Background: an optimization exercise with open tools, aiming at small area and a short achievable clock period. Do not read the settings as production practice.
In this exercise RTL edits were held to simulation tests only and were not proved equivalent to the original.
Power is estimated from default activity; no workload was simulated.

Setup of old:
## rqfbi_top
module rqfbi_top (
	input  wire logic        clk,
	input  wire logic        arst_n,
	input  wire logic        start,
	output logic             busy,
	input  wire logic [2:0]  cmd_kind,
	input  wire logic [31:0] cmd_data,
	input  wire logic        cfg_valid,
	output logic             cfg_ready,
	input  wire logic [4:0]  cfg_data,
	output logic             done,
	output logic             res_accepted,
	output logic [31:0]      res_out_data,
	output logic [4:0]       res_items_held,
	output logic [4:0]       res_slots_free,
	output logic             res_is_empty,
	output logic             res_is_full
);
export LEC_CHECK = 0
export CAP_MARGIN = 20
export CORE_MARGIN = 2
export CORE_UTILIZATION = 40
export CTS_CLUSTER_DIAMETER = 100
export CTS_CLUSTER_SIZE = 25
export GPL_ROUTABILITY_DRIVEN = 0
export SETUP_SLACK_MARGIN = 2.0
export SLEW_MARGIN = 20
create_clock -name core_clock -period 4.0 [get_ports {clk}]
standard.sh (not shown) runs the stock make flow with config.mk's settings and CLKGATE_MAP_FILE= SYNTH_SCRIPT=/design/flow/synth_recipe.tcl, a recipe that flattens the netlist after the stock synthesis.
==> flow/flow/run.sh <==
#!/bin/bash
# standard layout, with plain buffers (not delay cells) on the ports
set -o pipefail
bash standard.sh "BUFFER_PORTS_ARGS=-buffer_cell sky130_fd_sc_hd__buf_2" finish > standard.log 2>&1
old completed end to end with timing, DRC and antenna clean.
### old -> new
Settings: a deleted GPL_ROUTABILITY_DRIVEN that had been 0; a change of CORE_UTILIZATION from 40 to 65.
## What came out
new reports a higher clock buffer instance count of the final layout than old does.
Per the comparison of new with old, portion of total power attributed to combinational logic level, maximum cell stage delay along the critical path level, fmax moved up.
Looking at old and new, the synthesized area is a wash.
On overall die area, old loses to new.
new vs old: clock power down by a few percent
Slack of the critical path: higher on new


P:
rqfbi_top, a different RTL version from the one above (not shown whole).
For scale: about 600 flip-flops, about 92 I/O pins, ~0.022 mm² of cells after synthesis.
==> flow/config.mk <==
export PLATFORM = sky130hd
export DESIGN_NAME = rqfbi_top
export DESIGN_NICKNAME = rqfbi_top
export VERILOG_FILES = /design/flow/design.v
export SDC_FILE = /design/flow/constraint.sdc
export NUM_CORES = 4
export LEC_CHECK = 0
export CAP_MARGIN = 20
export CORE_MARGIN = 2
export CORE_UTILIZATION = 40
export CTS_CLUSTER_DIAMETER = 100
export CTS_CLUSTER_SIZE = 25
export SETUP_SLACK_MARGIN = 2.15
export SLEW_MARGIN = 20
==> flow/constraint.sdc <==
create_clock -name core_clock -period 4.0 [get_ports {clk}]
set_input_delay 0.8000 -clock core_clock [delete_from_list [all_inputs] [get_ports {clk}]]
set_output_delay 0.8000 -clock core_clock [all_outputs]
set_load 0.01 [all_outputs]
Scripts as last shown in full above: flow/flow/run.sh
Both conditions hold for P: the flow ran to the end and the final layout passed the timing, design-rule and antenna checks.
Changes in Q relative to P:
==> flow/flow/run.sh <==
#!/bin/bash
# standard layout, with plain buffers (not delay cells) on the ports and no gate
# cloning in timing repair; synthesis buffers are removed at floorplan
set -o pipefail
bash standard.sh "BUFFER_PORTS_ARGS=-buffer_cell sky130_fd_sc_hd__buf_2" SKIP_GATE_CLONING=1 REMOVE_ABC_BUFFERS=1 finish > standard.log 2>&1
-- flow/config.mk --
<<< P, line 9
export CORE_MARGIN = 2
export CORE_UTILIZATION = 40
export CTS_CLUSTER_DIAMETER = 100
export CTS_CLUSTER_SIZE = 25
export SETUP_SLACK_MARGIN = 2.15
export SLEW_MARGIN = 20
>>> Q, line 9
export CORE_MARGIN = 2
export CORE_UTILIZATION = 40
export CTS_CLUSTER_DIAMETER = 70
export CTS_CLUSTER_SIZE = 20
export SETUP_SLACK_MARGIN = 2.15
export SLEW_MARGIN = 20
==> comparison <==
Note that the routed length on met3 recorded for P amounts to 0.865 times the value seen in Q.
For the number of vias in the routed layout, Q came in about 0.7% lower than P did.
Power per cell area: higher on Q
The final number of max-transition violations on Q is in line with that on P.
Looking at Q and P, the static leakage is a wash.
The following lists how R was set up differently from Q:
-- flow/config.mk --
<<< Q, line 9
export CORE_MARGIN = 2
export CORE_UTILIZATION = 40
export CTS_CLUSTER_DIAMETER = 70
export CTS_CLUSTER_SIZE = 20
export SETUP_SLACK_MARGIN = 2.15
export SLEW_MARGIN = 20
>>> R, line 9
export CORE_MARGIN = 2
export CORE_UTILIZATION = 40
export CTS_CLUSTER_DIAMETER = 100
export CTS_CLUSTER_SIZE = 25
export SETUP_SLACK_MARGIN = 2.2
export SLEW_MARGIN = 20
==> comparison <==
Between Q and R, the flow reports detailed router's first-iteration violation count increasing by a little under 10%.
There was hardly any difference in area occupied by registers between R and Q.
Compared with Q, the detailed router inserted more vias in R.
Summary of the comparison: post-route non-filler standard cell count is higher in R, relative to Q.
R: area taken by multi-input logic gates 91 µm² above Q
R ended with more total leakage power than Q.
R ended with more final routed wirelength across all metal layers than Q.
Here is what was changed in the inputs of S compared with R.
==> flow/flow/run.sh <==
#!/bin/bash
# standard layout, with plain buffers (not delay cells) on the ports
set -o pipefail
bash standard.sh "BUFFER_PORTS_ARGS=-buffer_cell sky130_fd_sc_hd__buf_2" finish > standard.log 2>&1
-- flow/config.mk --
<<< R, line 11
export CTS_CLUSTER_DIAMETER = 100
export CTS_CLUSTER_SIZE = 25
export SETUP_SLACK_MARGIN = 2.2
export SLEW_MARGIN = 20
>>> S, line 11
export CTS_CLUSTER_DIAMETER = 100
export CTS_CLUSTER_SIZE = 25
export PLACE_DENSITY = 0.8
export SETUP_SLACK_MARGIN = 2.1
export SLEW_MARGIN = 20
Notes after the runs:
On switching power total, R loses to S. Any difference in maximum clock frequency between R and S is small enough to ignore. Core utilization of the finished layout (S over R): decrease, 1.1 points. Compared with R, S shows a ratio of total power to cell area that is 0.48% higher.
The inputs of T differ from those of S as listed below.
==> flow/flow/run.sh <==
#!/bin/bash
# standard layout, with plain buffers (not delay cells) on the ports; synthesis
# buffers are removed at floorplan instead of a timing repair on the unplaced netlist
set -o pipefail
bash standard.sh "BUFFER_PORTS_ARGS=-buffer_cell sky130_fd_sc_hd__buf_2" REMOVE_ABC_BUFFERS=1 finish > standard.log 2>&1
-- flow/config.mk --
<<< S, line 11
export CTS_CLUSTER_DIAMETER = 100
export CTS_CLUSTER_SIZE = 25
export PLACE_DENSITY = 0.8
export SETUP_SLACK_MARGIN = 2.1
export SLEW_MARGIN = 20
>>> T, line 11
export CTS_CLUSTER_DIAMETER = 100
export CTS_CLUSTER_SIZE = 25
export SETUP_SLACK_MARGIN = 2.1
export SLEW_MARGIN = 20
Notes after the runs:
The total cell area at the placement stage was comparable across T and S. Min count of non-CTS buffers in the layout across T and S: T. S and T ended up with roughly the same core utilization. As far as highest achievable clock rate is concerned, S and T perform about the same. The flow did not stop early for T: all stages ran, and the layout cleared the timing, design-rule and antenna checks. After detailed routing, S needs less wire than T. As far as number of antenna violations at the first check in global routing goes, T and S are indistinguishable; the numbers are identical.

[separate check: timing with driven ports]
Ports are ideal in the flow. The routed layouts listed here were re-timed in OpenROAD.
Step 1 assumes that a clkbuf_16 drives the clock port and a buf_2 every other input.
Step 2, shift: input delay + t, output delay - t, t = (earliest + latest rising clock arrival at the registers) / 2. This alone moves slack from input paths to output paths.
a / b / c = ideal / step 1 / step 2; a / b = the first two.
| run | t, ns | slack for setup (ns) | worst setup path at the end | latest minus earliest clock arrival (ns) | worst register clock-pin slew, ns |
|---|---|---|---|---|---|
| old | 0.667 | 1.985 / 1.925 / 1.488 | input to register | 0.061 / 0.061 | 0.10 / 0.10 |
| new | 0.637 | 1.991 / 1.936 / 1.540 | input to register | 0.018 / 0.017 | 0.10 / 0.10 |
| P | 0.674 | 2.056 / 1.998 / 1.508 | input to register | 0.074 / 0.074 | 0.11 / 0.11 |
| Q | 0.639 | 2.081 / 2.022 / 1.563 | input to register | 0.039 / 0.039 | 0.09 / 0.09 |
| R | 0.672 | 2.042 / 1.982 / 1.547 | input to register | 0.043 / 0.043 | 0.11 / 0.11 |
| S | 0.660 | 2.043 / 1.984 / 1.483 | input to register | 0.026 / 0.026 | 0.11 / 0.11 |
| T | 0.671 | 2.045 / 1.985 / 1.480 | input to register | 0.044 / 0.045 | 0.11 / 0.11 |
After both steps every run listed still meets setup and hold. For T, which loses most, drivers alone change the setup slack by -0.060 ns; drivers and shift together by -0.565 ns.
